Source: an optimization exercise on an open RTL-to-GDS flow (aim: small area, a short achievable clock period and few clock cycles per item). Production flows keep margins and buffers that such runs may drop.
In this exercise RTL edits were held to simulation tests only and were not proved equivalent to the original.
No activity file was given, so power comes from the tool's default toggle rates.

==> design/flow/design.v <==
package efsd_pkg;
    localparam logic RegActive = 1'b0;
    localparam logic RegLimit  = 1'b1;
    localparam logic [4:0]  ActiveReset = 5'd1;
    localparam logic [15:0] LimitReset  = 16'd20;
    localparam logic [31:0] TimeMax = 32'hFFFF_FFFF;
    typedef enum logic [4:0] {
        S_IDLE  = 5'b00001,
        S_SCAN  = 5'b00010,
        S_START = 5'b00100,
        S_SUM   = 5'b01000,
        S_DONE  = 5'b10000
    } t_state;
    typedef struct packed {
        logic [4:0]  active_servers;
        logic [15:0] wait_limit;
    } t_cfg;
endpackage
module efsd_cfg (
    input  logic                i_clk,
    input  logic                i_rst_n,
    input  logic                psel,
    input  logic                penable,
    input  logic                pwrite,
    input  logic [2:0]          paddr,
    input  logic [31:0]         pwdata,
    output logic [31:0]         prdata,
    output logic                pready,
    output efsd_pkg::t_cfg      o_cfg,
    output logic [15:0]         o_act       
);
    logic [4:0]  r_active;
    logic [15:0] r_limit;
    logic        wr_en;
    logic [15:0] r_act;
    logic [15:0] act_d;
    always_comb begin
        act_d[0] = 1'b1;
        for (int k = 1; k < 16; k++) begin
            act_d[k] = (pwdata[4:0] > 5'(k));
        end
    end
    assign wr_en  = psel & penable & pwrite;
    assign pready = 1'b1;
    always_ff @(posedge i_clk) begin
        if (!i_rst_n) begin
            r_active <= efsd_pkg::ActiveReset;
            r_limit  <= efsd_pkg::LimitReset;
            r_act    <= 16'd1;
        end else if (wr_en) begin
            unique case (paddr[2])
                efsd_pkg::RegActive: begin
                    r_active <= pwdata[4:0];
                    r_act    <= act_d;
                end
                efsd_pkg::RegLimit:  r_limit  <= pwdata[15:0];
                default: ;
            endcase
        end
    end
    always_comb begin
        unique case (paddr[2])
            efsd_pkg::RegActive: prdata = {27'd0, r_active};
            efsd_pkg::RegLimit:  prdata = {16'd0, r_limit};
            default:             prdata = 32'd0;
        endcase
    end
    assign o_cfg.active_servers = r_active;
    assign o_cfg.wait_limit     = r_limit;
    assign o_act                = r_act;
endmodule
module efsd_mem #(
    parameter int DEPTH = 16,
    parameter int AW    = 4
) (
    input  logic             i_clk,
    input  logic             i_rst_n,
    input  logic [DEPTH-1:0] i_act,       
    input  logic [DEPTH-1:0] i_win,       
    input  logic [DEPTH-1:0] i_skip,      
    input  logic             i_wr_en,     
    input  logic [31:0]      i_wr_data,   
    input  logic             i_wr_zero,   
    output logic [DEPTH-1:0] o_sel,       
    output logic [31:0]      o_rd_data,   
    output logic             o_sel_hi     
);
    logic [31:0]      r_mem [DEPTH];
    logic [DEPTH-1:0] r_valid;
    logic [DEPTH-1:0] r_ord [DEPTH];      
    logic [DEPTH-1:0] beats [DEPTH];      
    logic [DEPTH-1:0] below;              
    logic [DEPTH-1:0] bw;                 
    always_comb begin
        for (int k = 0; k < DEPTH; k++) begin
            for (int j = 0; j < DEPTH; j++) begin
                if (k < j) begin
                    beats[k][j] = r_ord[k][j];
                end else if (k > j) begin
                    beats[k][j] = ~r_ord[j][k];
                end else begin
                    beats[k][j] = 1'b1;
                end
            end
        end
    end
    always_comb begin
        for (int k = 0; k < DEPTH; k++) begin
            o_sel[k] = i_act[k] & ~i_skip[k];
            for (int j = 0; j < DEPTH; j++) begin
                if (j != k) begin
                    o_sel[k] = o_sel[k] & (~i_act[j] | i_skip[j] | beats[k][j]);
                end
            end
        end
    end
    always_comb begin
        o_rd_data = '0;
        for (int k = 0; k < DEPTH; k++) begin
            if (o_sel[k] & r_valid[k]) begin
                o_rd_data = o_rd_data | r_mem[k];
            end
        end
    end
    always_comb begin
        below[0] = 1'b0;
        for (int k = 1; k < DEPTH; k++) begin
            below[k] = below[k-1] | i_win[k-1];
        end
        o_sel_hi = |(o_sel & below);
        for (int k = 0; k < DEPTH; k++) begin
            if (r_valid[k]) begin
                bw[k] = (i_wr_data < r_mem[k]) | ((i_wr_data == r_mem[k]) & below[k]);
            end else begin
                bw[k] = i_wr_zero & below[k];
            end
        end
    end
    always_ff @(posedge i_clk) begin
        for (int k = 0; k < DEPTH; k++) begin
            if (i_wr_en && i_win[k]) begin
                r_mem[k] <= i_wr_data;
            end
        end
    end
    always_ff @(posedge i_clk) begin
        if (!i_rst_n) begin
            r_valid <= '0;
            for (int i = 0; i < DEPTH; i++) begin
                r_ord[i] <= '1;
            end
        end else if (i_wr_en) begin
            r_valid <= r_valid | i_win;
            for (int i = 0; i < DEPTH; i++) begin
                for (int j = i + 1; j < DEPTH; j++) begin
                    if (i_win[i]) begin
                        r_ord[i][j] <= bw[j];
                    end else if (i_win[j]) begin
                        r_ord[i][j] <= ~bw[i];
                    end
                end
            end
        end
    end
endmodule
module earliest_free_server_dispatch #(
    parameter int MAX_SERVERS = 16
) (
    input  logic        i_clk,
    input  logic        i_rst_n,
    input  logic        i_valid,
    output logic        o_stall,
    input  logic [31:0] i_arrival_time,
    input  logic [15:0] i_service_time,
    output logic        o_valid,
    input  logic        i_stall,
    output logic [3:0]  o_server_index,
    output logic [31:0] o_start_time,
    output logic [31:0] o_wait_time,
    output logic        o_over_limit,
    output logic [31:0] o_over_total,
    input  logic        psel,
    input  logic        penable,
    input  logic        pwrite,
    input  logic [2:0]  paddr,
    input  logic [31:0] pwdata,
    output logic [31:0] prdata,
    output logic        pready
);
    localparam int N = 16;
    efsd_pkg::t_cfg cfg;
    logic        r_in_full;
    logic [31:0] r_arrival;
    logic [15:0] r_service;
    logic [N-1:0] r_win;
    logic [31:0]  r_fb;
    logic         r_out_valid;
    logic [3:0]   r_out_index;
    logic [31:0]  r_out_start;
    logic [31:0]  r_out_wait;
    logic         r_out_over;
    logic [31:0]  r_total;
    logic         accept;
    logic         go;
    logic [N-1:0] act;
    logic [N-1:0] skip;
    logic [N-1:0] sel;
    logic         sel_hi;
    logic [31:0]  f2;
    logic [32:0]  diff;
    logic [32:0]  sum_a;
    logic [32:0]  sum_f;
    logic [31:0]  start;
    logic [31:0]  wait_t;
    logic [31:0]  end_t;
    logic         over;
    logic         newb;
    logic [3:0]   idx;
    efsd_cfg u_cfg (
        .i_clk   (i_clk),
        .i_rst_n (i_rst_n),
        .psel    (psel),
        .penable (penable),
        .pwrite  (pwrite),
        .paddr   (paddr),
        .pwdata  (pwdata),
        .prdata  (prdata),
        .pready  (pready),
        .o_cfg   (cfg),
        .o_act   (act)
    );
    assign skip = r_in_full ? r_win : '0;
    efsd_mem #(
        .DEPTH (N),
        .AW    (4)
    ) u_mem (
        .i_clk     (i_clk),
        .i_rst_n   (i_rst_n),
        .i_act     (act),
        .i_win     (r_win),
        .i_skip    (skip),
        .i_wr_en   (go),
        .i_wr_data (end_t),
        .i_wr_zero (end_t == 32'd0),
        .o_sel     (sel),
        .o_rd_data (f2),
        .o_sel_hi  (sel_hi)
    );
    assign go      = r_in_full & (~r_out_valid | ~i_stall);
    assign o_stall = r_in_full & r_out_valid & i_stall;
    assign accept  = i_valid & ~o_stall;
    assign diff   = {1'b0, r_fb} - {1'b0, r_arrival};
    assign sum_a  = {1'b0, r_arrival} + {17'd0, r_service};
    assign sum_f  = {1'b0, r_fb} + {17'd0, r_service};
    assign start  = diff[32] ? r_arrival : r_fb;
    assign wait_t = diff[32] ? 32'd0 : diff[31:0];
    always_comb begin
        if (diff[32]) begin
            end_t = sum_a[32] ? efsd_pkg::TimeMax : sum_a[31:0];
        end else begin
            end_t = sum_f[32] ? efsd_pkg::TimeMax : sum_f[31:0];
        end
    end
    assign over = (wait_t > {16'd0, cfg.wait_limit});
    assign newb = ~act[1] | (end_t < f2) | ((end_t == f2) & sel_hi);
    always_ff @(posedge i_clk) begin
        if (!r_in_full || (go && !newb)) begin
            r_win <= sel;
            r_fb  <= f2;
        end else if (go) begin
            r_fb <= end_t;
        end
    end
    always_comb begin
        idx = '0;
        for (int k = 0; k < N; k++) begin
            if (r_win[k]) begin
                idx = idx | 4'(k);
            end
        end
    end
    always_ff @(posedge i_clk) begin
        if (!i_rst_n) begin
            r_in_full <= 1'b0;
        end else begin
            r_in_full <= accept | (r_in_full & ~go);
        end
    end
    always_ff @(posedge i_clk) begin
        if (accept) begin
            r_arrival <= i_arrival_time;
            r_service <= i_service_time;
        end
    end
    always_ff @(posedge i_clk) begin
        if (!i_rst_n) begin
            r_total     <= '0;
            r_out_valid <= 1'b0;
        end else begin
            r_out_valid <= go | (r_out_valid & i_stall);
            if (go && over && (r_total != efsd_pkg::TimeMax)) begin
                r_total <= r_total + 32'd1;
            end
        end
    end
    always_ff @(posedge i_clk) begin
        if (go) begin
            r_out_index <= idx;
            r_out_start <= start;
            r_out_wait  <= wait_t;
            r_out_over  <= over;
        end
    end
    assign o_valid        = r_out_valid;
    assign o_server_index = r_out_index;
    assign o_start_time   = r_out_start;
    assign o_wait_time    = r_out_wait;
    assign o_over_limit   = r_out_over;
    assign o_over_total   = r_total;
endmodule
==> design/flow/run.sh <==
#!/bin/bash
# synth_recipe.tcl (not shown) runs the flow's synth.tcl, then flattens the netlist and writes it again
# the make line also repeats each setting of config.mk as NAME=value (left out here)
make -C /OpenROAD-flow-scripts/flow DESIGN_CONFIG=/design/flow/config.mk WORK_HOME=/design/flow/orfs CLKGATE_MAP_FILE= SYNTH_SCRIPT=/design/flow/synth_recipe.tcl finish
==> design/flow/config.mk <==
export PLATFORM = sky130hd
export DESIGN_NAME = earliest_free_server_dispatch
export DESIGN_NICKNAME = earliest_free_server_dispatch
export VERILOG_FILES = /design/flow/design.v
export SDC_FILE = /design/flow/constraint.sdc
export NUM_CORES = 4
export LEC_CHECK = 0
export ABC_CLOCK_PERIOD_IN_PS = 4500
export CAP_MARGIN = 20
export CORE_MARGIN = 2
export CORE_UTILIZATION = 55
export SETUP_SLACK_MARGIN = 3.5
export SLEW_MARGIN = 20
==> design/flow/constraint.sdc <==
create_clock -name core_clock -period 8.0 [get_ports {i_clk}]
set_input_delay 1.6000 -clock core_clock [delete_from_list [all_inputs] [get_ports {i_clk}]]
set_output_delay 1.6000 -clock core_clock [all_outputs]
set_load 0.01 [all_outputs]
==> results of run 1 <==
[critical path: stages, from the launching register on]
cell	delay (ns)
edfxtp_1	0.45
buf_4	0.28
nor4_2	0.75
nand2b_1	0.40
nor3_2	0.61
nand2_1	0.29
nor3_2	0.51
nand2_1	0.22
nand2_1	0.12
nand2_1	0.06
a2111oi_0	0.64
a31oi_4	0.23
buf_4	0.21
o31ai_4	0.24
buf_12	0.17
buf_12	0.15
mux2_2	0.37
[cell type report]
cell class / instances / area share [%]
Sequential cell: 883 / 33.5
Clock inverter: 52 / 0.806
Multi-Input combinational cell: 3727 / 43.0
Timing Repair inverter: 4 / 0.0292
Inverter: 664 / 3.58
Tap cell: 1287 / 2.21
Timing Repair Buffer: 898 / 13.0
Clock buffer: 133 / 3.88
Antenna cell: 9 / 0.0309
[path summary, 6_finish.rpt]
path	start	endpoint	slack (ns)
max	r_win[1]	r_fb[0]	2.00
min	u_cfg.r_limit[13]	u_cfg.r_limit[13]	0.45
max reg2reg	r_win[1]	r_fb[0]	2.00
min reg2reg	u_cfg.r_limit[13]	u_cfg.r_limit[13]	0.45
[sequential cells by signal, summed over array words and instances (netlist names)]
| signal | flops |
|---|---|
| r_total | 32 |
| r_fb | 32 |
| r_arrival | 32 |
| u_cfg.r_active | 5 |
| r_out_start | 32 |
| u_mem.r_valid | 16 |
| r_win | 16 |
| r_in_full | 1 |
| r_out_over | 1 |
| u_mem.r_mem | 512 |
| u_mem.r_ord | 120 |
| r_out_valid | 1 |
| r_out_wait | 32 |
| r_out_index | 4 |
| u_cfg.r_act | 15 |
| u_cfg.r_limit | 16 |
| r_service | 16 |
[per-layer routing]
| layer | routed length, microns | vias to the layer above |
|---|---|---|
| met5 | 30 | - |
| met4 | 18300 | 6 |
| met3 | 35400 | 956 |
| met2 | 100000 | 4158 |
| met1 | 86700 | 25068 |
| li1 | - | 22119 |
[cell families (layout without fill, tap and decap cells)]
family	after synthesis	after routing
compound gates	1523	1525
simple gates	1433	1437
buf+inv	909	1751
flops	883	883
fa+ha+maj	627	627
xor+xnor	70	70
mux	51	51
other cells	2	26
[cells in the mapped netlist, types with 23 or more instances]
library cell,instances,area (sq um)
edfxtp_1,677,20300
inv_1,658,2470
ha_1,624,7810
nand2_1,367,1380
a21oi_1,303,1520
nor2_1,281,1050
o21ai_0,246,1230
dfxtp_1,206,4120
a22oi_1,197,1480
clkbuf_1,180,676
a21o_1,179,1340
nand4_1,164,1030
nand3_1,160,801
nor3_1,100,500
a221oi_1,77,674
nor2b_1,75,469
o21a_1,67,503
nand2b_1,55,344
a22o_1,52,455
a31oi_1,51,319
o22ai_1,49,307
xnor2_1,43,377
mux2i_1,42,420
nor4_1,42,263
or3_1,38,238
and2_1,36,225
o211ai_1,34,255
o31ai_1,33,248
xor2_1,27,236
buf_2,24,120
and3_1,23,144
[per-stage QoR]
step | setup WS (ns) | util (%)
after floorplan | 2.63 | -
after global placement | 0.679 | 60.3
after detailed placement | 0.731 | 60.3
after CTS | 2.17 | 71.5
after global routing | 1.98 | 74.0
final | 2.00 | 74.0
[power by group through the flow]
stage | combinational, mW | clock, mW | sequential, mW
6_report | 4.84 | 4.86 | 5.47
5_1_grt | 5.11 | 5.01 | 5.47
4_1_cts | 4.31 | 4.84 | 5.45
3_5_place_dp | 3.32 | 0 | 5.54
3_3_place_gp | 3.25 | 0 | 5.54
2_1_floorplan | 2.11 | 0 | 5.48
[timing repair]
item,in CTS,in global routing
endpoints found under the hold margin,0,0
buffers inserted,353,105
endpoints found under the setup margin,304,340
pin swaps,277,212
gates cloned,35,8
resized for setup,871,297
==> out/qor.csv, run 1 <==
stage,metric,value,unit
placement,dpl.hpwl,160000,microns
synthesis,synth_cells,5498,
synthesis,muxShareOfSynthArea,0.952,%
die,num_rows,115,
clocking,root_buffer,clkbuf_16,
die,io_pins,226,
clocking,clk_latency,0.73,ns
placement,place_congestion,1.06,
sta,fin_setup_tns,0,ns
global_route,grt_usage,45.2,%
global_route,grt_max_degree,74,
layout,final_common_cell,edfxtp_1,
sta,maxSlewHeadroom,22.2,%
synthesis,synth_compound_area_share,19.3,%
sta,worst_clock_skew,0.0441,ns
pwr,internal_power,10.2,mW
synthesis,synthAdderAreaFrac,14.4,%
placement,postPlaceCellArea,0.0594,sq mm
global_route,grt_use_met1,56.5,%
global_route,busiest_layer,met2,
layout,layout.nets,6994,
sta,post-route-period-util,75.0,%
hold_path,hold_depth,2,
synthesis,synth-simple-area-share,13.1,%
die,dieArea,0.102,sq mm
global_route,grt_antenna_before_repair,9,
hold_path,holdCritPathClass,reg -> reg,
clocking,cts_tree,built,
sta,maxSlewViolCount,0,
layout,stdcell_area,0.0730,sq mm
layout,drive_gt1_share,24.8,%
sta,fmax,0.167,GHz
clocking,cts_buffer_depth,3,
layout,area_growth,33.2,%
worst_setup_path,crit_type,reg -> reg,
global_route,grtUsageMet2,66.0,%
global_route,grt_overflow,0,
synthesis,netlist_area,0.0548,sq mm
global_route,grt_use_met3,17.5,%
clocking,clk_pin_slew,0.06,ns
synthesis,syn-mean-instance-area,9.96,sq um
sta,holdWs,0.455,ns
synthesis,ys_seq_elements,883,
worst_setup_path,endpoint_kind,flop,
pwr,power,15.2,mW
worst_setup_path,crit_path_start_kind,flop,
detailed_routing,wirelength,241000,microns
synthesis,synth_xor_area_share,1.12,%
layout,multi_input_area,0.0314,sq mm
sta,grt_setup_unrepaired,yes,
synthesis,yosysWarnings,6,
worst_setup_path,crit_arrival,6.45,ns
die,start_util,55.6,%
layout,seqCellArea,0.0245,sq mm
detailed_routing,drtAntennaViolNets,0,
detailed_routing,viasPerCell,6.83,
synthesis,synth_top_family_by_area,compound AO/OA/AOI/OAI gates,
run_status,outcome,finished clean,
global_route,grt_pass1_wl,337000,microns
pwr,seq_power_share,36.0,%
worst_setup_path,required,8.45,ns
synthesis,synth_ff_type,edfxtp_1,
sta,setup_violations,0,
die,die_h,320,microns
layout,fillers,6871,
pwr,power_density,208,mW/mm^2
synthesis,synthArstFlopShare,0,%
synthesis,ys_seq_area_share,44.6,%
detailed_routing,drt-initial-drc-count,8069,
sta,worst_slew_pin_slew,1.14,ns
pwr,power.share.clock,32.0,%
clocking,ctsHoldBuffers,0,
pwr,switchingPower,5.00,mW
die,fp.coreArea,0.0986,sq mm
worst_setup_path,crit_fanout,13,
sta,hold_viol,0,
placement,port_buffers,190,
clocking,cts_buffers,99,
detailed_routing,wl_per_cell,31.4,microns
layout,final_cell_mix,"677 x edfxtp_1, 613 x inv_1, 522 x ha_1",
placement,dp_cells,6962,
global_route,grt_pass1_vias,49649,
synthesis,synth_cell_types,100,
worst_setup_path,reg2reg_depth,16,
sta,min_period,6.00,ns
detailed_routing,vias,52307,
clocking,cts.sinks,883,
detailed_routing,first_pass_iters,7,
pwr,p_comb_share,31.9,%
synthesis,synth_edf_count,677,
pwr,p_leak,30.3,nW
pwr,sw_frac_of_total,33.0,%
die,die_x,320,microns
layout,stdcell_count,7657,
pwr,vdd_drop_max,0.221,mV
clocking,cts-htree-levels,3,
run,maxCapViolations,0,
detailed_routing,drcViolationCount,0,
Testbench counts, summed over its fixed seeds: cycles 12,032, items 12,000.
==> run 2, diff against run 1 <==
--- a/design/flow/design.v
+++ b/design/flow/design.v
@@ -17,2 +17,6 @@
     } t_cfg;
+    function automatic logic ahead(input logic [31:0] a, input logic [31:0] b,
+                                   input logic tie);
+        ahead = {a, 1'b0} < {b, tie};
+    endfunction
 endpackage
@@ -125,5 +129,7 @@
     always_comb begin
-        below[0] = 1'b0;
-        for (int k = 1; k < DEPTH; k++) begin
-            below[k] = below[k-1] | i_win[k-1];
+        for (int k = 0; k < DEPTH; k++) begin
+            below[k] = 1'b0;
+            for (int j = 0; j < k; j++) begin
+                below[k] = below[k] | i_win[j];
+            end
         end
@@ -132,3 +138,3 @@
             if (r_valid[k]) begin
-                bw[k] = (i_wr_data < r_mem[k]) | ((i_wr_data == r_mem[k]) & below[k]);
+                bw[k] = efsd_pkg::ahead(i_wr_data, r_mem[k], below[k]);
             end else begin
@@ -210,2 +216,3 @@
     logic [32:0]  diff;
+    logic         late;
     logic [32:0]  sum_a;
@@ -241,5 +248,5 @@
         .i_skip    (skip),
-        .i_wr_en   (go),
+        .i_wr_en   (r_in_full),
         .i_wr_data (end_t),
-        .i_wr_zero (end_t == 32'd0),
+        .i_wr_zero ((r_fb == 32'd0) && (r_arrival == 32'd0) && (r_service == 16'd0)),
         .o_sel     (sel),
@@ -251,2 +258,3 @@
     assign accept  = i_valid & ~o_stall;
+    assign late   = diff[32];
     assign diff   = {1'b0, r_fb} - {1'b0, r_arrival};
@@ -254,6 +262,6 @@
     assign sum_f  = {1'b0, r_fb} + {17'd0, r_service};
-    assign start  = diff[32] ? r_arrival : r_fb;
-    assign wait_t = diff[32] ? 32'd0 : diff[31:0];
+    assign start  = late ? r_arrival : r_fb;
+    assign wait_t = late ? 32'd0 : diff[31:0];
     always_comb begin
-        if (diff[32]) begin
+        if (late) begin
             end_t = sum_a[32] ? efsd_pkg::TimeMax : sum_a[31:0];
@@ -263,4 +271,4 @@
     end
-    assign over = (wait_t > {16'd0, cfg.wait_limit});
-    assign newb = ~act[1] | (end_t < f2) | ((end_t == f2) & sel_hi);
+    assign over   = (|wait_t[31:16]) | (wait_t[15:0] > cfg.wait_limit);
+    assign newb = ~act[1] | efsd_pkg::ahead(end_t, f2, sel_hi);
     always_ff @(posedge i_clk) begin
--- a/design/flow/config.mk
+++ b/design/flow/config.mk
@@ -7,7 +7,7 @@
 export LEC_CHECK = 0
-export ABC_CLOCK_PERIOD_IN_PS = 4500
 export CAP_MARGIN = 20
 export CORE_MARGIN = 2
-export CORE_UTILIZATION = 55
+export CORE_UTILIZATION = 50
 export SETUP_SLACK_MARGIN = 3.5
 export SLEW_MARGIN = 20
+export TNS_END_PERCENT = 10
==> run 2 against run 1 <==
  * Final area down 10%
  * Critical path type unchanged
  * Combinational power shrank 7.4%
  * First-iteration DRC count fell by 32%
  * Still clean
  * Hold slack got worse by 0.0027 ns
  * Sequential power rose by 1%
==> out/qor.csv, run 2 <==
stage,metric,value,unit
die,start_util,50.5,%
sta,maxSlewViolCount,0,
pwr,power,14.8,mW
die,io_pins,226,
synthesis,yosysWarnings,6,
layout,area_growth,22.4,%
synthesis,ys_seq_area_share,45.8,%
synthesis,synth_cell_types,93,
synthesis,yosysMostFrequentCell,edfxtp_1,
run_status,outcome,finished clean,
worst_setup_path,r2r_start,r_in_full,
worst_setup_path,crit_type,reg -> reg,
synthesis,synth_largest_area_cell,edfxtp_1,
clocking,cts.sinks,883,
die,dieArea,0.110,sq mm
detailed_routing,drcViolationCount,0,
synthesis,synth_top_area_share,38.0,%
sta,grt_setup_unrepaired,yes,
layout,largest_reg_flops,512,
clocking,clk_latency,0.72,ns
sta,fmax,0.159,GHz
layout,multi_input_area,0.0275,sq mm
sta,min_period,6.27,ns
sta,worst_slew_pin_slew,1.27,ns
clocking,clk_pin_slew,0.06,ns
sta,post-route-period-util,78.4,%
worst_setup_path,required,8.41,ns
sta,layout_setup_ws,1.73,ns
sta,hold_viol,0,
worst_setup_path,crit_path_start_kind,flop,
detailed_routing,wirelength,220000,microns
layout,fillers,8943,
sta,holdWs,0.452,ns
pwr,p_leak,27.1,nW
sta,maxSlewHeadroom,14.6,%
sta,setup_violations,0,
synthesis,netlist_area,0.0534,sq mm
die,die_h,331,microns
placement,pre_cts_ws,0.579,ns
layout,drive_gt1_share,15.4,%
synthesis,synthArstFlopShare,0,%
worst_setup_path,r2r_slack,1.73,ns
synthesis,synth_cells,5261,
layout,stdcell_area,0.0654,sq mm
global_route,grt_overflow,0,
detailed_routing,first_pass_iters,6,
global_route,grt_pass1_wl,311000,microns
synthesis,synth_ff_type,edfxtp_1,
clocking,cts-htree-levels,3,
detailed_routing,drtAntennaViolNets,0,
sta,worst_clock_skew,0.0380,ns
die,fp.coreArea,0.106,sq mm
layout,top_register,u_mem.r_mem,
hold_path,worst_hold_startpoint,u_cfg.r_limit[5],
synthesis,ys_seq_elements,883,
global_route,grt_antenna_before_repair,7,
die,num_rows,119,
hold_path,hold_depth,2,
clocking,cts_tree,built,
synthesis,synthTopCellsByCount,"677 x edfxtp_1, 640 x inv_1, 624 x ha_1",
clocking,root_buffer,clkbuf_16,
global_route,grt_pass1_vias,44567,
global_route,grt_max_degree,80,
synthesis,synthTopCellsByArea,"edfxtp_1 38%, ha_1 15%, dfxtp_1 7.7%",
synthesis,synth_edf_count,677,
sta,fin_setup_tns,0,ns
pwr,power_density,226,mW/mm^2
worst_setup_path,rr_endpoint,r_win[8],
global_route,grt_usage,39.4,%
detailed_routing,wl_per_cell,30.5,microns
layout,layout.nets,6446,
clocking,ctsHoldBuffers,0,
layout,seqCellArea,0.0245,sq mm
clocking,cts_buffer_depth,3,
placement,place_congestion,1.01,
worst_setup_path,crit_arrival,6.69,ns
placement,dpl.hpwl,156000,microns
pwr,vdd_drop_max,0.172,mV
placement,port_buffers,190,
layout,final_cell_mix,"677 x edfxtp_1, 617 x inv_1, 603 x ha_1",
run,maxCapViolations,0,
detailed_routing,viasPerCell,6.52,
worst_setup_path,endpoint_kind,flop,
hold_path,whs_endpoint,u_cfg.r_limit[5],
worst_setup_path,reg2reg_depth,23,
detailed_routing,vias,47025,
layout,largestRegisters,"u_mem.r_mem (512), u_mem.r_ord (120)",
layout,final_common_cell,edfxtp_1,
placement,postPlaceCellArea,0.0586,sq mm
clocking,cts_buffers,103,
die,die_x,331,microns
detailed_routing,drt-initial-drc-count,5481,
hold_path,holdCritPathClass,reg -> reg,
synthesis,syn-mean-instance-area,10.2,sq um
worst_setup_path,crit_fanout,14,
[run 2: changes by cell type after synthesis, sizes merged, moves of 17 or more]
cell	previous run	this run
nand2b	55	38
nor2	282	248
o31ai	35	9
o221ai	15	32
nor2b	75	45
inv	661	644
nand4	164	135
nand2	367	331
o211ai	36	61
o21a	67	26
nor3	101	62
mux2i	42	23
[run 2: critical path, cell delays in order, from the launching register on]
cell and delay (ns):
dfxtp_4 0.45, buf_4 0.25, a21bo_2 0.33, a221o_1 0.32, a221oi_1 0.47, and4_1 0.59, and2_4 0.52, buf_4 0.26
a22o_1 0.21, a221oi_1 0.07, nand3_1 0.11, nor2_1 0.20, ha_1 0.38, nand4_1 0.10, nor2_1 0.19, nand2_4 0.09
a211oi_2 0.18, and3_1 0.17, o211ai_1 0.10, buf_4 0.20, a41oi_4 0.19, nor2_4 0.07, clkinvlp_4 0.26, buf_12 0.20
[run 2: stage by stage]
| stage | utilization (%) | instances |
|---|---|---|
| floorplan | - | 5276 |
| detailed placement | 55.4 | 6866 |
| CTS | 61.7 | 7198 |
| finish | 61.9 | 7210 |
| global route | 61.9 | 7208 |
| global placement | 55.4 | 6864 |
[run 2: area by class of cell]
class                           instances  share of cell area, %
Clock buffer                          137                   4.40
Multi-Input combinational cell       3507                   42.0
Timing Repair Buffer                  584                   9.01
Sequential cell                       883                   37.4
Inverter                              650                   3.79
Antenna cell                            3                 0.0115
Clock inverter                         55                  0.719
Tap cell                             1391                   2.66
[run 2: layer usage]
metal,GRT usage [%],vias to the layer above,share of wire (%)
li1,-,20776,-
met1,51.7,22973,39
met2,59.8,2667,43
met3,8.72,605,10
met4,23.0,4,6.9
met5,0,-,0.012
[run 2: timing repair]
action / in CTS / in global routing
gates cloned: 16 / 1
gates resized for setup: 374 / 36
endpoints found under the setup margin: 346 / 218
pin swaps: 128 / 22
setup buffers: 124 / 8
[run 2: how the worst max path moves through the flow]
stage / from / end / cells past startpoint
final: r_in_full / r_win[8] / 23
after floorplan: r_arrival[0] / r_win[0] / 24
after detailed placement: r_service[0] / u_mem.r_ord[1][11] / 25
after global routing: r_service[0] / u_mem.r_ord[3][9] / 29
after global placement: r_in_full / r_fb[4] / 24
after CTS: r_service[0] / u_mem.r_ord[2][11] / 28
[run 2: cell families after synthesis]
group	share of synthesized area, %
and+or+nand+nor	11.1
adders and majority gates	14.7
muxes	0.557
other	0.0141
xor gates and xnor gates	1.18
buffers and inverters	6.48
DFF	45.8
AOI/OAI and AO/OA	20.2
[run 2: power breakdown]
part           switching, mW  internal [mW]  total, mW
Clock                   2.06           2.69       4.76
Sequential             0.207           5.32       5.53
Combinational           2.69           1.78       4.48
Testbench counts of run 2, summed over its fixed seeds: cycles 12,032, items 12,000.
==> run 3, diff against run 2 <==
--- a/design/flow/design.v
+++ b/design/flow/design.v
@@ -128,2 +128,11 @@
     end
+    logic [DEPTH-1:0] bw_raw;             
+    for (genvar k = 0; k < DEPTH; k++) begin : g_cmp
+        efsd_cmp u_cmp (
+            .i_a   (i_wr_data),
+            .i_b   (r_mem[k]),
+            .i_tie (below[k]),
+            .o_lt  (bw_raw[k])
+        );
+    end
     always_comb begin
@@ -138,3 +147,3 @@
             if (r_valid[k]) begin
-                bw[k] = efsd_pkg::ahead(i_wr_data, r_mem[k], below[k]);
+                bw[k] = bw_raw[k];
             end else begin
@@ -171,2 +180,38 @@
 endmodule
+module efsd_cmp (
+    input  logic [31:0] i_a,
+    input  logic [31:0] i_b,
+    input  logic        i_tie,
+    output logic        o_lt
+);
+    logic [31:0] lt;
+    logic [31:0] le;
+    always_comb begin
+        lt = ~i_a & i_b;
+        le = ~i_a | i_b;
+        for (int w = 16; w >= 1; w = w / 2) begin
+            for (int i = 0; i < w; i++) begin
+                lt[i] = lt[2*i+1] | (le[2*i+1] & lt[2*i]);
+                le[i] = lt[2*i+1] | (le[2*i+1] & le[2*i]);
+            end
+        end
+    end
+    assign o_lt = lt[0] | (le[0] & i_tie);
+endmodule
+module efsd_add (
+    input  logic [31:0] i_a,
+    input  logic [15:0] i_b,
+    output logic [31:0] o_sum
+);
+    logic [32:0] sum;
+    assign sum   = {1'b0, i_a} + {17'd0, i_b};
+    assign o_sum = sum[32] ? 32'hFFFF_FFFF : sum[31:0];
+endmodule
+module efsd_sub (
+    input  logic [31:0] i_a,
+    input  logic [31:0] i_b,
+    output logic [31:0] o_diff
+);
+    assign o_diff = i_a - i_b;
+endmodule
 module earliest_free_server_dispatch #(
@@ -215,6 +260,6 @@
     logic [31:0]  f2;
-    logic [32:0]  diff;
+    logic [31:0]  diff;
     logic         late;
-    logic [32:0]  sum_a;
-    logic [32:0]  sum_f;
+    logic [31:0]  sum_a;
+    logic [31:0]  sum_f;
     logic [31:0]  start;
@@ -224,2 +269,3 @@
     logic         newb;
+    logic         newb_lt;
     logic [3:0]   idx;
@@ -258,17 +304,34 @@
     assign accept  = i_valid & ~o_stall;
-    assign late   = diff[32];
-    assign diff   = {1'b0, r_fb} - {1'b0, r_arrival};
-    assign sum_a  = {1'b0, r_arrival} + {17'd0, r_service};
-    assign sum_f  = {1'b0, r_fb} + {17'd0, r_service};
+    efsd_cmp u_cmp_late (
+        .i_a   (r_fb),
+        .i_b   (r_arrival),
+        .i_tie (1'b0),
+        .o_lt  (late)
+    );
+    efsd_sub u_sub (
+        .i_a    (r_fb),
+        .i_b    (r_arrival),
+        .o_diff (diff)
+    );
+    efsd_add u_add_a (
+        .i_a   (r_arrival),
+        .i_b   (r_service),
+        .o_sum (sum_a)
+    );
+    efsd_add u_add_f (
+        .i_a   (r_fb),
+        .i_b   (r_service),
+        .o_sum (sum_f)
+    );
     assign start  = late ? r_arrival : r_fb;
     assign wait_t = late ? 32'd0 : diff[31:0];
-    always_comb begin
-        if (late) begin
-            end_t = sum_a[32] ? efsd_pkg::TimeMax : sum_a[31:0];
-        end else begin
-            end_t = sum_f[32] ? efsd_pkg::TimeMax : sum_f[31:0];
-        end
-    end
-    assign over   = (|wait_t[31:16]) | (wait_t[15:0] > cfg.wait_limit);
-    assign newb = ~act[1] | efsd_pkg::ahead(end_t, f2, sel_hi);
+    assign end_t  = late ? sum_a : sum_f;
+    assign over   = ~late & ((|diff[31:16]) | (diff[15:0] > cfg.wait_limit));
+    efsd_cmp u_cmp_newb (
+        .i_a   (end_t),
+        .i_b   (f2),
+        .i_tie (sel_hi),
+        .o_lt  (newb_lt)
+    );
+    assign newb = ~act[1] | newb_lt;
     always_ff @(posedge i_clk) begin
--- a/design/flow/config.mk
+++ b/design/flow/config.mk
@@ -12,2 +12,3 @@
 export SLEW_MARGIN = 20
+export SYNTH_HIERARCHICAL = 1
 export TNS_END_PERCENT = 10
==> run 3 against run 2 <==
  * Clock skew increased by 0.011 ns
  * Cell count increased by 7.3%
  * Hold slack improved by 0.0067 ns
  * Critical endpoint is now r_fb[29]
  * Largest cell class unchanged
  * Largest power group unchanged
==> out/qor.csv, run 3 <==
stage,metric,value,unit
layout,drive_gt1_share,23.6,%
global_route,grt_usage,39.6,%
detailed_routing,vias,51530,
die,dieArea,0.113,sq mm
sta,min_period,5.96,ns
placement,port_buffers,190,
placement,dpl.hpwl,160000,microns
global_route,grt_pass1_vias,46423,
layout,final_cell_mix,"677 x edfxtp_1, 423 x inv_1, 389 x nand2_1",
sta,maxSlewHeadroom,25.1,%
sta,fmax,0.168,GHz
synthesis,synth_edf_count,677,
worst_setup_path,crit_path_start_kind,flop,
pwr,sw_frac_of_total,32.6,%
pwr,switchingPower,4.59,mW
clocking,ctsHoldBuffers,0,
synthesis,synth_ff_type,edfxtp_1,
sta,post-route-period-util,74.5,%
pwr,power.share.clock,35.1,%
synthesis,synth_top_area_share,36.9,%
synthesis,syn-mean-instance-area,9.88,sq um
synthesis,synth_cell_types,115,
die,io_pins,226,
clocking,cts.sinks,883,
detailed_routing,drcViolationCount,0,
sta,hold_viol,0,
detailed_routing,viasPerCell,6.66,
pwr,p_leak,25.7,nW
layout,stdcell_count,7734,
layout,layout.nets,6337,
detailed_routing,drtAntennaViolNets,0,
worst_setup_path,crit_type,reg -> reg,
global_route,grt_max_degree,71,
hold_path,holdCritPathClass,reg -> reg,
sta,grt_setup_unrepaired,yes,
clocking,root_buffer,clkbuf_16,
detailed_routing,wirelength,245000,microns
layout,area_growth,24.8,%
pwr,p_comb_share,26.4,%
placement,place_congestion,1.06,
worst_setup_path,endpoint_kind,flop,
clocking,cts_buffers,101,
synthesis,synthTopCellsByArea,"edfxtp_1 37%, dfxtp_1 7.5%, maj3_1 4.6%",
layout,largestRegisters,"u_mem.r_mem (512), u_mem.r_ord (120)",
synthesis,synth_largest_area_cell,edfxtp_1,
sta,worst_slew_pin_slew,1.12,ns
sta,maxSlewViolCount,0,
placement,dp_cells,7228,
synthesis,yosysMostFrequentCell,edfxtp_1,
pwr,internal_power,9.47,mW
die,num_rows,121,
clocking,cts_buffer_depth,3,
detailed_routing,wl_per_cell,31.7,microns
worst_setup_path,crit_fanout,8,
pwr,power_density,204,mW/mm^2
synthesis,netlist_area,0.0551,sq mm
pwr,seq_power_share,38.5,%
global_route,grt_antenna_before_repair,10,
synthesis,synth_cells,5579,
sta,fin_setup_tns,0,ns
synthesis,ys_seq_area_share,44.4,%
synthesis,ys_seq_elements,883,
sta,worst_clock_skew,0.0494,ns
detailed_routing,first_pass_iters,10,
global_route,grt_pass1_wl,323000,microns
global_route,grt_overflow,0,
synthesis,synthTopCellsByCount,"677 x edfxtp_1, 429 x inv_1, 409 x nand2_1",
clocking,clk_latency,0.74,ns
die,fp.coreArea,0.109,sq mm
run_status,outcome,finished clean,
sta,setup_violations,0,
clocking,clk_pin_slew,0.06,ns
die,die_h,336,microns
die,start_util,50.5,%
worst_setup_path,required,8.47,ns
clocking,cts_tree,built,
clocking,cts-htree-levels,3,
layout,top_register,u_mem.r_mem,
layout,final_common_cell,edfxtp_1,
die,die_x,336,microns
layout,largest_reg_flops,512,
synthesis,yosysWarnings,13,
pwr,vdd_drop_max,0.221,mV
worst_setup_path,crit_arrival,6.43,ns
synthesis,synthArstFlopShare,0,%
run,maxCapViolations,0,
detailed_routing,drt-initial-drc-count,7417,
==> run 3: cell count changes after synthesis, sizes merged, moves of 43 or more <==
| cell | change |
|---|---|
| a21o | -155 |
| nand2b | +283 |
| inv | -195 |
| o2111ai | +58 |
| nand3b | +77 |
| maj3 | +432 |
| nand4 | -43 |
| ha | -544 |
| nand2 | +79 |
| mux2 | +109 |
| a22oi | -172 |
| nor2b | +244 |
==> run 3: final timing paths <==
path                startpoint                end  slack (ns)  cells after the start
max                  r_in_full           r_fb[29]        2.04                     26
min          u_cfg.r_active[3]  u_cfg.r_active[3]        0.46                      2
max reg2reg          r_in_full           r_fb[29]        2.04                     26
min reg2reg  u_cfg.r_active[3]  u_cfg.r_active[3]        0.46                      2
==> run 3: cells by family (layout without fill, tap and decap cells) <==
| kind of cell | Yosys count | after routing | synth area share, % |
|---|---|---|---|
| compound gates | 1266 | 1268 | 16.1 |
| xor+xnor | 74 | 74 | 1.18 |
| fa+ha+maj | 515 | 515 | 10.2 |
| buf+inv | 703 | 1320 | 5.16 |
| flops | 883 | 883 | 44.4 |
| mux | 141 | 176 | 2.82 |
| other cells | 4 | 28 | 0.0272 |
| simple gates | 1993 | 1994 | 20.2 |
==> run 3: per-layer routing <==
layer | part of all wire [%] | GRT usage, % | vias to the layer above
met5 | 0.10 | 0 | -
met4 | 6.8 | 21.7 | 14
met3 | 13 | 9.35 | 815
met2 | 43 | 61.6 | 3558
met1 | 37 | 50.9 | 25149
li1 | - | - | 21994
==> run 3: timing repair <==
action                     in CTS  in global routing
buffers inserted              111                149
cloned                         16                 33
gates resized for setup       252                360
setup endpoints to repair     218                218
pin swaps                      42                112
==> run 3: worst max-delay path, cell delays in order, from the launching register on <==
cell       delay (ns)
dfxtp_4          0.45
buf_12           0.15
buf_8            0.10
and2_4           0.15
nor2b_4          0.05
buf_6            0.11
a2111o_1         0.43
nor4_4           0.93
buf_6            0.24
buf_4            0.14
nand3_1          0.09
nand4_1          0.20
a2111oi_0        0.13
nand4_1          0.31
nor2b_1          0.09
maj3_1           0.37
nor3_1           0.21
o21ai_1          0.11
a21oi_2          0.19
a211oi_2         0.09
o21bai_4         0.13
buf_6            0.12
nand3b_1         0.15
nand2_4          0.15
buf_12           0.16
buf_16           0.14
mux2_4           0.30
==> run 3: Yosys stat by module (local to each module, per instance), excerpt <==
| module | cell area, sq um | cells inside |
|---|---|---|
| efsd_cmp | 722 | 110 |
| efsd_sub | 1820 | 265 |
| earliest_free_server_dispatch | 8830 | 634 |
| efsd_add | 1320 | 204 |
| efsd_cfg | 1680 | 198 |
==> run 3: power groups by stage <==
stage	registers [mW]	logic (mW)	clock network, mW
6_report	5.42	3.72	4.93
5_1_grt	5.42	3.88	5.11
4_1_cts	5.41	3.07	4.95
3_5_place_dp	5.52	2.86	0
3_3_place_gp	5.51	2.82	0
2_1_floorplan	5.44	1.87	0
==> run 3: area by class of cell <==
| type | count | area [sq um] |
|---|---|---|
| diodes | 8 | 20.0 |
| clock buffers | 117 | 2650 |
| well taps | 1476 | 1850 |
| repair buffers | 671 | 6380 |
| flip-flops and latches | 883 | 24500 |
| inverters | 460 | 1730 |
| clock inverters | 72 | 807 |
| fillers | 9066 | 40400 |
| multi-input cells | 4047 | 30900 |
==> run 3: through the flow <==
stage          util, %  area, sq um  setup slack [ns]  power, mW  hold slack (ns)
6_report          63.0        68800              2.04       14.1            0.459
5_1_grt           63.0        68800              2.08       14.4            0.482
4_1_cts           59.8        65300              2.18       13.4            0.457
3_5_place_dp      54.6        59600              1.04       8.38            0.449
3_3_place_gp      54.6        59600              1.04       8.34            0.446
2_1_floorplan        -        55400              3.18       7.30            0.434
Testbench counts of run 3, summed over its fixed seeds: cycles 12,032, items 12,000.
==> run 4, diff against run 3 <==
--- a/design/flow/design.v
+++ b/design/flow/design.v
@@ -216,2 +216,24 @@
 endmodule
+module efsd_cmp_fast (
+    input  logic [31:0] i_a,
+    input  logic [31:0] i_b,
+    input  logic        i_tie,
+    output logic        o_lt
+);
+    logic [7:0] lt;
+    logic [7:0] eq;
+    always_comb begin
+        for (int g = 0; g < 8; g++) begin
+            lt[g] = i_a[4*g +: 4] < i_b[4*g +: 4];
+            eq[g] = i_a[4*g +: 4] == i_b[4*g +: 4];
+        end
+        for (int w = 4; w >= 1; w = w / 2) begin
+            for (int i = 0; i < w; i++) begin
+                lt[i] = lt[2*i+1] | (eq[2*i+1] & lt[2*i]);
+                eq[i] = eq[2*i+1] & eq[2*i];
+            end
+        end
+    end
+    assign o_lt = lt[0] | (eq[0] & i_tie);
+endmodule
 module earliest_free_server_dispatch #(
@@ -246,2 +268,4 @@
     logic [N-1:0] r_win;
+    logic [N-1:0] r_skip;    
+    logic [N-1:0] win_d;
     logic [31:0]  r_fb;
@@ -284,3 +308,3 @@
     );
-    assign skip = r_in_full ? r_win : '0;
+    assign skip = r_skip;
     efsd_mem #(
@@ -329,3 +353,3 @@
     assign over   = ~late & ((|diff[31:16]) | (diff[15:0] > cfg.wait_limit));
-    efsd_cmp u_cmp_newb (
+    efsd_cmp_fast u_cmp_newb (
         .i_a   (end_t),
@@ -336,2 +360,12 @@
     assign newb = ~act[1] | newb_lt;
+    assign win_d = (!r_in_full || (go && !newb)) ? sel : r_win;
+    always_ff @(posedge i_clk) begin
+        if (!i_rst_n) begin
+            r_skip <= '0;
+        end else if (accept || (r_in_full && !go)) begin
+            r_skip <= win_d;
+        end else begin
+            r_skip <= '0;
+        end
+    end
     always_ff @(posedge i_clk) begin
==> run 4 against run 3 <==
  * Sequential cell count grew 16
  * First-iteration DRC count grew 5.4%
  * Clock power grew 3%
  * Final area grew 0.69%
  * Highest routed layer unchanged
  * Still clean
  * Wire length grew 1.8%
  * Critical endpoint is now r_fb[24]
  * Synthesized cell count grew 0.61%
  * Critical path type unchanged
  * Worst setup slack gained 0.21 ns
==> out/qor.csv, run 4 <==
stage,metric,value,unit
hold_path,worst_hold_startpoint,u_mem.r_valid[11],
detailed_routing,drtAntennaViolNets,0,
layout,top_register,u_mem.r_mem,
worst_setup_path,r2r_slack,2.25,ns
detailed_routing,wl_per_cell,32.2,microns
die,die_h,337,microns
clocking,cts.sinks,899,
placement,port_buffers,190,
global_route,grt_max_degree,94,
worst_setup_path,reg2reg_depth,20,
placement,dpl.hpwl,157000,microns
sta,maxSlewViolCount,0,
global_route,grt_antenna_before_repair,19,
worst_setup_path,endpoint_kind,flop,
detailed_routing,drt-initial-drc-count,7818,
detailed_routing,first_pass_iters,9,
die,io_pins,226,
detailed_routing,viasPerCell,6.71,
worst_setup_path,crit_type,reg -> reg,
pwr,switchingPower,4.30,mW
sta,fmax,0.174,GHz
synthesis,synth_cell_types,110,
detailed_routing,drcViolationCount,0,
worst_setup_path,crit_fanout,21,
synthesis,netlist_area,0.0555,sq mm
die,num_rows,122,
synthesis,synthTopCellsByArea,"edfxtp_1 36%, dfxtp_1 8.6%, maj3_1 4.3%",
layout,largest_reg_flops,512,
pwr,seq_power_share,38.6,%
sta,worst_clock_skew,0.0348,ns
sta,grt_setup_unrepaired,yes,
layout,drive_gt1_share,23.5,%
synthesis,ys_seq_elements,899,
pwr,power_density,199,mW/mm^2
layout,layout.nets,6361,
layout,fin_util,62.8,%
pwr,power.share.clock,36.8,%
sta,worst_slew_pin_slew,1.26,ns
worst_setup_path,crit_path_start_kind,flop,
hold_path,holdCritPathClass,reg -> reg,
layout,stdcell_area,0.0693,sq mm
clocking,cts-htree-levels,3,
clocking,clk_pin_slew,0.06,ns
global_route,grt_overflow,0,
synthesis,synth_largest_area_cell,edfxtp_1,
clocking,ctsHoldBuffers,0,
synthesis,synth_ff_type,edfxtp_1,
clocking,clk_latency,0.74,ns
pwr,internal_power,9.47,mW
synthesis,synth_edf_count,661,
layout,fillers,9055,
worst_setup_path,rr_endpoint,r_fb[24],
clocking,cts_buffer_depth,3,
sta,hold_viol,0,
die,fp.coreArea,0.110,sq mm
hold_path,hold_depth,2,
synthesis,syn-mean-instance-area,9.88,sq um
synthesis,synth_cells,5613,
global_route,grt_usage,42.4,%
layout,final_cell_mix,"661 x edfxtp_1, 436 x inv_1, 384 x nand2_1",
pwr,sw_frac_of_total,31.2,%
die,die_x,337,microns
synthesis,ys_seq_area_share,44.4,%
global_route,grt_pass1_wl,345000,microns
worst_setup_path,r2r_start,u_cfg.r_act[15],
synthesis,synthTopCellsByCount,"661 x edfxtp_1, 444 x inv_1, 401 x nand2_1",
die,dieArea,0.114,sq mm
sta,min_period,5.75,ns
worst_setup_path,crit_arrival,6.22,ns
pwr,vdd_drop_max,0.197,mV
synthesis,synth_top_area_share,35.8,%
run_status,outcome,finished clean,
clocking,cts_buffers,103,
pwr,p_comb_share,24.6,%
sta,setup_violations,0,
synthesis,synthArstFlopShare,0,%
hold_path,whs_endpoint,u_mem.r_valid[11],
layout,final_common_cell,edfxtp_1,
detailed_routing,wirelength,249000,microns
worst_setup_path,required,8.47,ns
placement,place_congestion,1.01,
clocking,root_buffer,clkbuf_16,
synthesis,yosysMostFrequentCell,edfxtp_1,
layout,largestRegisters,"u_mem.r_mem (512), u_mem.r_ord (120)",
pwr,p_leak,25.7,nW
die,start_util,50.3,%
sta,fin_setup_tns,0,ns
layout,area_growth,24.9,%
global_route,grt_pass1_vias,48302,
placement,postPlaceCellArea,0.0596,sq mm
sta,post-route-period-util,71.9,%
sta,maxSlewHeadroom,15.8,%
clocking,cts_tree,built,
run,maxCapViolations,0,
detailed_routing,vias,51915,
synthesis,yosysWarnings,14,
## run 4: repair_timing
item                       CTS  global route
gates cloned                46            11
pin swaps                  127            79
resized for setup          469           208
setup endpoints to repair  357           234
setup buffers              198            68
## run 4: Yosys stat by module (local to each module, per instance), excerpt
module | area [sq um] | cells | times used
efsd_cmp_fast | 825 | 115 | 1
efsd_add | 1320 | 204 | 2
earliest_free_server_dispatch | 9060 | 665 | 1
efsd_cmp | 722 | 110 | 17
efsd_sub | 1820 | 265 | 1
efsd_cfg | 1670 | 196 | 1
## run 4: kinds of logic after synthesis
family | after synthesis | share of synthesized area (%)
other | 4 | 0.0271
multiplexers | 150 | 3.00
XOR/XNOR | 71 | 1.12
flip-flops | 899 | 44.4
buffers and inverters | 719 | 5.14
AND/OR/NAND/NOR | 1956 | 19.6
AO/OA/AOI/OAI | 1291 | 16.3
adder cells (fa/ha/maj) | 523 | 10.4
## run 4: power groups by stage
stage	sequential, mW	combinational, mW	clock, mW
final	5.32	3.38	5.07
after global routing	5.32	3.54	5.24
after CTS	5.31	3.12	5.08
after detailed placement	5.43	2.54	0
after global placement	5.43	2.50	0
after floorplan	5.38	1.69	0
## run 4: layer usage
layer / vias up / wire length (microns) / share of wire [%] / track usage [%]
met5: - / 109 / 0.044 / 0
met4: 14 / 18300 / 7.3 / 25.9
met3: 883 / 33100 / 13 / 13.1
met2: 3683 / 106000 / 42 / 63.0
met1: 25298 / 92400 / 37 / 53.9
li1: 22037 / - / - / -
## run 4: through the flow
stage / std cells / setup slack (ns) / hold WS, ns / total power, mW
after floorplan: 5629 / 2.96 / 0.437 / 7.07
after global placement: 7215 / 0.486 / 0.451 / 7.93
after detailed placement: 7216 / 0.501 / 0.463 / 7.97
after CTS: 7651 / 2.38 / 0.472 / 13.5
after global routing: 7734 / 2.27 / 0.489 / 14.1
final: 7737 / 2.25 / 0.470 / 13.8
## run 4: final cells by class
class                   count  area, sq um  share of cell area (%)
multi-input cells        4052        31200                    45.0
flip-flops and latches    899        24700                    35.6
repair buffers            626         6200                    8.95
clock buffers             149         3020                    4.36
well taps                1488         1860                    2.69
inverters                 474         1780                    2.57
clock inverters            42          556                   0.802
diodes                      7         17.5                  0.0253
## run 4: critical path: stages, from the launching register on
cell and delay, ns:
dfxtp_4 0.42, buf_4 0.21, or3b_2 0.47, o2111ai_2 0.16, nor4_2 0.13, buf_4 0.22
and2_1 0.19, clkbuf_8 0.25, a22o_1 0.30, a221oi_2 0.45, nand4_1 0.34, ha_1 0.37
nand4_1 0.09, or3_4 0.44, nand3b_1 0.22, o2111ai_4 0.20, nand3b_1 0.21, nand2_4 0.07
buf_12 0.16, clkbuf_16 0.20, mux2_4 0.30
## run 4: worst max-delay path by stage
stage | start | end | slack, ns | cells after the start
finish | u_cfg.r_act[15] | r_fb[24] | 2.25 | 20
global route | r_arrival[20] | r_fb[11] | 2.27 | 24
CTS | r_arrival[0] | u_mem.r_ord[7][14] | 2.38 | 28
detailed placement | r_arrival[20] | u_mem.r_ord[4][14] | 0.50 | 21
global placement | r_arrival[20] | u_mem.r_ord[4][14] | 0.49 | 21
floorplan | r_fb[24] | u_mem.r_ord[7][9] | 2.96 | 22
Testbench counts of run 4, summed over its fixed seeds: cycles 12,032, items 12,000.
==> run 5, diff against run 4 <==
--- a/design/flow/config.mk
+++ b/design/flow/config.mk
@@ -10,2 +10,3 @@
 export CORE_UTILIZATION = 50
+export CTS_BUF_LIST = sky130_fd_sc_hd__clkbuf_8
 export SETUP_SLACK_MARGIN = 3.5
@@ -13,2 +14,2 @@
 export SYNTH_HIERARCHICAL = 1
-export TNS_END_PERCENT = 10
+export TNS_END_PERCENT = 0
==> run 5 against run 4 <==
  * Utilization down 0.70 points
  * Synthesized cell count unchanged
  * Critical endpoint is now r_fb[25]
  * Clock-buffer cell count grew 40
  * Still clean on timing, DRC and antenna
  * Critical path type unchanged
==> out/qor.csv, run 5 <==
stage,metric,value,unit
detailed_routing,drt-initial-drc-count,7448,
clocking,root_buffer,clkbuf_8,
layout,largest_reg_flops,512,
clocking,cts_buffers,163,
die,start_util,50.3,%
hold_path,holdCritPathClass,reg -> reg,
pwr,p_comb_share,25.6,%
global_route,grt_pass1_vias,48901,
detailed_routing,drtAntennaViolNets,0,
synthesis,synth_cell_types,110,
layout,top_register,u_mem.r_mem,
detailed_routing,wirelength,253000,microns
layout,largestRegisters,"u_mem.r_mem (512), u_mem.r_ord (120)",
sta,hold_viol,0,
synthesis,synth_edf_count,661,
layout,final_common_cell,edfxtp_1,
clocking,cts_buffer_depth,3,
worst_setup_path,crit_top_cell,buf_4,
synthesis,synth_cells,5613,
synthesis,netlist_area,0.0555,sq mm
die,dieArea,0.114,sq mm
global_route,grt_max_degree,71,
sta,maxSlewViolCount,0,
synthesis,synth_largest_area_cell,edfxtp_1,
clocking,cts.sinks,899,
global_route,grt_pass1_wl,349000,microns
worst_setup_path,endpoint_kind,flop,
layout,fillers,9277,
die,fp.coreArea,0.110,sq mm
worst_setup_path,crit_type,reg -> reg,
placement,postPlaceCellArea,0.0599,sq mm
layout,seqCellArea,0.0247,sq mm
sta,fin_setup_tns,0,ns
sta,worst_clock_skew,0.0528,ns
die,die_h,337,microns
layout,fin_util,62.1,%
synthesis,ys_seq_elements,899,
global_route,grt_use_met1,56.1,%
clocking,cts_tree,built,
layout,drive_gt1_share,23.2,%
clocking,cts-htree-levels,4,
placement,pre_cts_ws,1.07,ns
pwr,power_density,193,mW/mm^2
clocking,clk_latency,0.92,ns
detailed_routing,drcViolationCount,0,
placement,dpl.hpwl,164000,microns
pwr,sw_frac_of_total,33.0,%
run,maxCapViolations,0,
worst_setup_path,slowest_stage,a2111oi_2,
global_route,grtUsageMet2,62.4,%
worst_setup_path,crit_arrival,6.29,ns
worst_setup_path,required,8.63,ns
synthesis,synth_ff_type,edfxtp_1,
pwr,seq_power_share,40.3,%
layout,stdcell_area,0.0685,sq mm
global_route,grt_use_met3,13.3,%
die,die_x,337,microns
layout,multi_input_area,0.0310,sq mm
layout,final_cell_mix,"661 x edfxtp_1, 496 x inv_1, 382 x nand2_1",
synthesis,ys_seq_area_share,44.4,%
die,num_rows,122,
clocking,ctsHoldBuffers,0,
pwr,power.share.clock,34.1,%
placement,port_buffers,190,
worst_setup_path,crit_fanout,8,
global_route,grt_usage,43.2,%
placement,place_congestion,1.01,
global_route,busiest_layer,met2,
worst_setup_path,path_cells,"buf_4, or3b_2, o2111ai_1, nor4_4, buf_4, buf_4, buf_4, nand3_1, nand4_1, a2111oi_2, nand4_1, buf_4, inv_1, ha_1, nor2b_2, o211a_1, a2111oi_1, a21oi_2, o2111ai_2, nand3b_1, nand2_4, buf_12, clkbuf_16, mux2_2",
worst_setup_path,crit_path_start_kind,flop,
pwr,internal_power,8.86,mW
detailed_routing,viasPerCell,6.67,
die,io_pins,226,
clocking,clk_pin_slew,0.06,ns
sta,maxSlewHeadroom,18.1,%
detailed_routing,first_pass_iters,12,
sta,worst_slew_pin_slew,1.23,ns
synthesis,syn-mean-instance-area,9.88,sq um
synthesis,yosysWarnings,14,
sta,post-route-period-util,70.7,%
sta,grt_setup_unrepaired,yes,
pwr,p_leak,25.6,nW
pwr,switchingPower,4.36,mW
synthesis,synthTopCellsByArea,"edfxtp_1 36%, dfxtp_1 8.6%, maj3_1 4.3%",
sta,fmax,0.177,GHz
synthesis,yosysMostFrequentCell,edfxtp_1,
layout,layout.nets,6427,
synthesis,synthArstFlopShare,0,%
synthesis,synth_top_area_share,35.8,%
sta,min_period,5.66,ns
sta,layout_setup_ws,2.34,ns
pwr,vdd_drop_max,0.183,mV
detailed_routing,wl_per_cell,32.2,microns
detailed_routing,vias,52391,
synthesis,synthTopCellsByCount,"661 x edfxtp_1, 444 x inv_1, 401 x nand2_1",
worst_setup_path,critPathMaxStageDelay,0.54,ns
sta,setup_violations,0,
sta,holdWs,0.479,ns
run_status,outcome,finished clean,
layout,area_growth,23.5,%
global_route,grt_antenna_before_repair,17,
global_route,grt_overflow,0,
run 5: cell types whose count changed in the layout (fill, tap and decap cells not counted), sizes merged:
cell      before  now
bufinv        10    6
buf          427  446
clkbuf       154  190
and2          63   62
nand3        173  174
bufbuf         5    0
clkinv        27   34
diode          7   13
inv          475  539
clkinvlp       4    2
mux2         169  166
o21a          18   17
run 5: cells by family after synthesis:
kind of cell / Yosys count / synth area share, %
and+or+nand+nor: 1956 / 19.6
AOI/OAI and AO/OA: 1291 / 16.3
DFF: 899 / 44.4
buffers and inverters: 719 / 5.14
adders and majority gates: 523 / 10.4
muxes: 150 / 3.00
xor gates and xnor gates: 71 / 1.12
other: 4 / 0.0271
run 5: worst paths after layout:
kind / depth (start not counted) / slack (ns) / from / to
max: 24 / 2.34 / r_skip[8] / r_fb[25]
min: 2 / 0.48 / u_cfg.r_limit[9] / u_cfg.r_limit[9]
max reg2reg: 24 / 2.34 / r_skip[8] / r_fb[25]
min reg2reg: 2 / 0.48 / u_cfg.r_limit[9] / u_cfg.r_limit[9]
run 5: stage by stage:
step | std cells | total power [mW]
global placement | 7262 | 7.96
finish | 7854 | 13.2
CTS | 7791 | 13.0
global route | 7845 | 13.6
floorplan | 5629 | 7.06
detailed placement | 7262 | 8.00
run 5: final cells by class:
| type | instances | share of cell area [%] |
|---|---|---|
| Antenna cell | 13 | 0.0475 |
| Clock buffer | 189 | 3.80 |
| Clock inverter | 107 | 0.968 |
| Inverter | 474 | 2.60 |
| Multi-Input combinational cell | 4048 | 45.2 |
| Sequential cell | 899 | 36.0 |
| Tap cell | 1488 | 2.72 |
| Timing Repair Buffer | 636 | 8.67 |
run 5: critical path, delay by kind of cell (launching register included):
kind / cells / cell delay (ns)
AO/OA/AOI/OAI: 6 / 1.59
buffers and inverters: 8 / 1.30
AND/OR/NAND/NOR: 8 / 1.54
multiplexers: 1 / 0.27
flip-flops: 1 / 0.41
adder cells (fa/ha/maj): 1 / 0.24
run 5: what timing repair did:
item | 4_1_cts | 5_1_grt
setup buffers | 195 | 46
pin swaps | 108 | 67
cloned | 38 | 4
endpoints found under the hold margin | 0 | 0
gates resized for setup | 476 | 109
setup endpoints to repair | 233 | 234
run 5: modules after synthesis, one instance, submodules excluded, excerpt:
module / times used / cell area (sq um) / flip-flops and latches / cells
earliest_free_server_dispatch: 1 / 9060 / 215 / 665
efsd_add: 2 / 1320 / 0 / 204
efsd_cfg: 1 / 1670 / 36 / 196
efsd_cmp: 17 / 722 / 0 / 110
efsd_cmp_fast: 1 / 825 / 0 / 115
efsd_sub: 1 / 1820 / 0 / 265
run 5: power by group through the flow:
| stage | Clock (mW) | Sequential (mW) | Combinational (mW) |
|---|---|---|---|
| finish | 4.52 | 5.32 | 3.38 |
| global route | 4.73 | 5.33 | 3.54 |
| CTS | 4.53 | 5.32 | 3.15 |
| detailed placement | 0 | 5.43 | 2.57 |
| global placement | 0 | 5.43 | 2.54 |
| floorplan | 0 | 5.38 | 1.69 |
run 5: metal layers:
| metal | routed length, microns | part of all wire (%) |
|---|---|---|
| met4 | 18000 | 7.1 |
| met3 | 33600 | 13 |
| met1 | 96500 | 38 |
| met5 | 67 | 0.026 |
| met2 | 105000 | 42 |
==> run 6, diff against run 5 <==
--- a/design/flow/design.v
+++ b/design/flow/design.v
@@ -328,3 +328,3 @@
     assign accept  = i_valid & ~o_stall;
-    efsd_cmp u_cmp_late (
+    efsd_cmp_fast u_cmp_late (
         .i_a   (r_fb),
==> run 6 against run 5 <==
  * Worst setup slack got worse by 0.047 ns
  * First-iteration DRC count decreased by 6.8%
  * Critical path depth decreased by 3
  * Global-route usage decreased by 3.8 points
  * Cell count decreased by 1.3%
  * Via count decreased by 1.8%
  * Hold slack got worse by 0.025 ns
  * Clock power decreased by 4%
  * Sequential cell count unchanged
  * Largest power group unchanged
==> out/qor.csv, run 6 <==
stage,metric,value,unit
worst_setup_path,crit_type,reg -> reg,
synthesis,syn-mean-instance-area,9.88,sq um
sta,setup_violations,0,
layout,final_cell_mix,"661 x edfxtp_1, 518 x inv_1, 391 x nand2_1",
die,fp.coreArea,0.111,sq mm
detailed_routing,first_pass_iters,9,
sta,post-route-period-util,71.3,%
detailed_routing,wl_per_cell,32.0,microns
worst_setup_path,required,8.80,ns
sta,fin_setup_tns,0,ns
detailed_routing,vias,51461,
detailed_routing,drtAntennaViolNets,0,
synthesis,synthTopCellsByCount,"661 x edfxtp_1, 468 x inv_1, 408 x nand2_1",
sta,min_period,5.70,ns
synthesis,synth_largest_area_cell,edfxtp_1,
die,io_pins,226,
sta,fmax,0.175,GHz
synthesis,yosysWarnings,17,
global_route,grt_pass1_vias,47447,
pwr,p_leak,25.1,nW
global_route,grt_antenna_before_repair,12,
layout,final_common_cell,edfxtp_1,
pwr,power_density,209,mW/mm^2
sta,grt_setup_unrepaired,yes,
run_status,outcome,finished clean,
global_route,grt_overflow,0,
sta,maxSlewViolCount,0,
detailed_routing,drcViolationCount,0,
placement,port_buffers,190,
clocking,cts_buffer_depth,3,
detailed_routing,drt-initial-drc-count,6940,
die,die_h,338,microns
synthesis,synth_ff_type,edfxtp_1,
clocking,cts-htree-levels,4,
clocking,cts_buffers,162,
clocking,ctsHoldBuffers,0,
die,dieArea,0.114,sq mm
placement,place_congestion,1.04,
synthesis,yosysMostFrequentCell,edfxtp_1,
synthesis,ys_seq_area_share,44.1,%
synthesis,synth_cells,5647,
layout,largestRegisters,"u_mem.r_mem (512), u_mem.r_ord (120)",
hold_path,holdCritPathClass,reg -> reg,
sta,worst_clock_skew,0.0454,ns
worst_setup_path,crit_fanout,12,
clocking,cts_tree,built,
clocking,clk_latency,0.92,ns
layout,layout.nets,6354,
placement,dpl.hpwl,160000,microns
clocking,root_buffer,clkbuf_8,
pwr,power,14.0,mW
global_route,grt_usage,39.4,%
sta,maxSlewHeadroom,16.7,%
global_route,grt_max_degree,67,
layout,top_register,u_mem.r_mem,
layout,area_growth,19.9,%
synthesis,synthArstFlopShare,0,%
worst_setup_path,crit_path_start_kind,flop,
detailed_routing,viasPerCell,6.64,
layout,largest_reg_flops,512,
worst_setup_path,crit_arrival,6.50,ns
synthesis,synth_cell_types,112,
worst_setup_path,endpoint_kind,flop,
die,num_rows,122,
die,die_x,338,microns
run,maxCapViolations,0,
layout,fillers,9421,
synthesis,synth_edf_count,661,
pwr,vdd_drop_max,0.160,mV
synthesis,synth_top_area_share,35.6,%
global_route,grt_pass1_wl,330000,microns
clocking,cts.sinks,899,
clocking,clk_pin_slew,0.06,ns
synthesis,netlist_area,0.0558,sq mm
sta,worst_slew_pin_slew,1.25,ns
die,start_util,50.4,%
synthesis,synthTopCellsByArea,"edfxtp_1 36%, dfxtp_1 8.5%, maj3_1 4.0%",
sta,hold_viol,0,
layout,drive_gt1_share,20.3,%
synthesis,ys_seq_elements,899,
detailed_routing,wirelength,248000,microns
## run 6: cell types whose count changed after synthesis, sizes merged, moves of 24 or more
cell,before,now
nor3,86,110
maj3,408,384
and3,53,93
ha,112,144
clkbuf,170,144
a22oi,16,64
nand3,173,107
inv,463,488
nor2,209,243
## run 6: power breakdown
group	total (mW)	internal [mW]	switching, mW	leakage [nW]
combinational	4.20	1.58	2.62	15.2
sequential	5.41	5.29	0.121	8.07
clock	4.36	2.21	2.15	1.86
total	14.0	9.08	4.89	25.1
## run 6: cell type report
class                           count  area (sq um)  share of cell area, %
Multi-Input combinational cell   4063         30600                   45.7
Sequential cell                   899         24600                   36.8
Timing Repair Buffer              496          4770                   7.13
Clock buffer                      187          2570                   3.84
Tap cell                         1488          1860                   2.78
Inverter                          495          1860                   2.78
Clock inverter                    114           597                  0.891
Antenna cell                       11          27.5                 0.0411
## run 6: kinds of logic (layout without fill, tap and decap cells)
kind of cell,Yosys count,in the layout,synth area share (%)
flops,899,899,44.1
compound gates,1283,1284,16.1
mux,142,177,2.84
simple gates,1971,1971,19.8
buf+inv,737,1292,5.37
xor+xnor,80,80,1.26
other cells,4,31,0.0269
fa+ha+maj,531,531,10.6
## run 6: metal layers
layer / GRT usage [%] / share of wire (%)
met3: 9.19 / 13
met5: 0 / 0.25
met1: 50.1 / 37
met2: 60.1 / 43
met4: 26.0 / 7.2
## run 6: stage by stage
step	area (sq um)	setup slack, ns	instances	utilization (%)	hold WS, ns
finish	67000	2.30	7753	60.5	0.454
global route	66900	2.25	7744	60.5	0.477
CTS	64600	2.27	7615	58.3	0.458
detailed placement	59900	1.09	7256	54.1	0.450
global placement	59900	1.12	7256	54.1	0.439
floorplan	56100	3.06	5663	-	0.433
## run 6: worst max-delay path: stages, from the launching register on
cell and delay [ns]:
edfxtp_1 0.46, buf_4 0.19, fa_2 0.42, a211oi_4 0.34, nor3_4 0.10, nor2_4 0.20, o31ai_4 0.08, buf_12 0.15
nand4_1 0.13, mux2_4 0.42, mux2_4 0.38, nor2b_1 0.16, maj3_2 0.31, maj3_2 0.31, maj3_2 0.34, nor2_4 0.28
o21ai_1 0.22, o21bai_4 0.31, nand2_4 0.19, o21a_4 0.27, buf_12 0.14, o2111ai_1 0.17
## run 6: modules after synthesis (local to each module, per instance), a selection
module | cells inside | flops+latches | area (sq um) | times used
efsd_cmp_fast | 115 | 0 | 825 | 2
efsd_cmp | 110 | 0 | 722 | 16
earliest_free_server_dispatch | 663 | 215 | 9050 | 1
efsd_cfg | 200 | 36 | 1750 | 1
efsd_add | 204 | 0 | 1320 | 2
efsd_sub | 265 | 0 | 1820 | 1
## run 6: worst paths after layout
path	startpoint	end	slack, ns	cells past startpoint
max	r_arrival[1]	u_mem.r_ord[2][13]	2.30	21
min	u_cfg.r_active[3]	u_cfg.r_active[3]	0.45	2
max reg2reg	r_arrival[1]	u_mem.r_ord[2][13]	2.30	21
min reg2reg	u_cfg.r_active[3]	u_cfg.r_active[3]	0.45	2
## run 6: repair_timing
action / CTS / global route
pin swaps: 18 / 63
setup endpoints to repair: 233 / 234
hold endpoints to repair: 0 / 0
gates cloned: 11 / 32
resized for setup: 225 / 236
setup buffers: 47 / 95
Testbench counts of run 6, summed over its fixed seeds: cycles 12,032, items 12,000.

==> separate check: timing with driven ports <==
The flow's constraints put no driver on any port. The routed layouts listed below were extracted and timed again, unchanged, in two steps. Step 1, drivers: a clkbuf_16 drives i_clk and a buf_2 each remaining input, both assumed. Step 2, shift: input delay + t, output delay - t, t = (earliest + latest rising clock arrival at the registers) / 2. This alone moves slack from input paths to output paths. Three values: ideal ports, drivers, drivers and shift; two values: the first two.
run	t (ns)	setup slack, ns	worst hold slack (ns)	worst data-port slew with drivers (ns)	cell pins on the clock port's net
run 1	0.778	2.002 / 2.002 / 2.002	0.455 / 0.455 / 0.455	0.09	1
run 2	0.773	1.726 / 1.726 / 1.726	0.452 / 0.452 / 0.452	0.08	1
run 3	0.791	2.042 / 2.042 / 2.042	0.459 / 0.459 / 0.459	0.09	1
run 4	0.797	2.248 / 2.248 / 2.248	0.470 / 0.470 / 0.470	0.09	1
run 5	0.960	2.344 / 2.344 / 2.344	0.479 / 0.479 / 0.479	0.12	1
run 6	0.970	2.298 / 2.298 / 2.298	0.454 / 0.454 / 0.454	0.07	1
After both steps every run listed still meets setup and hold.
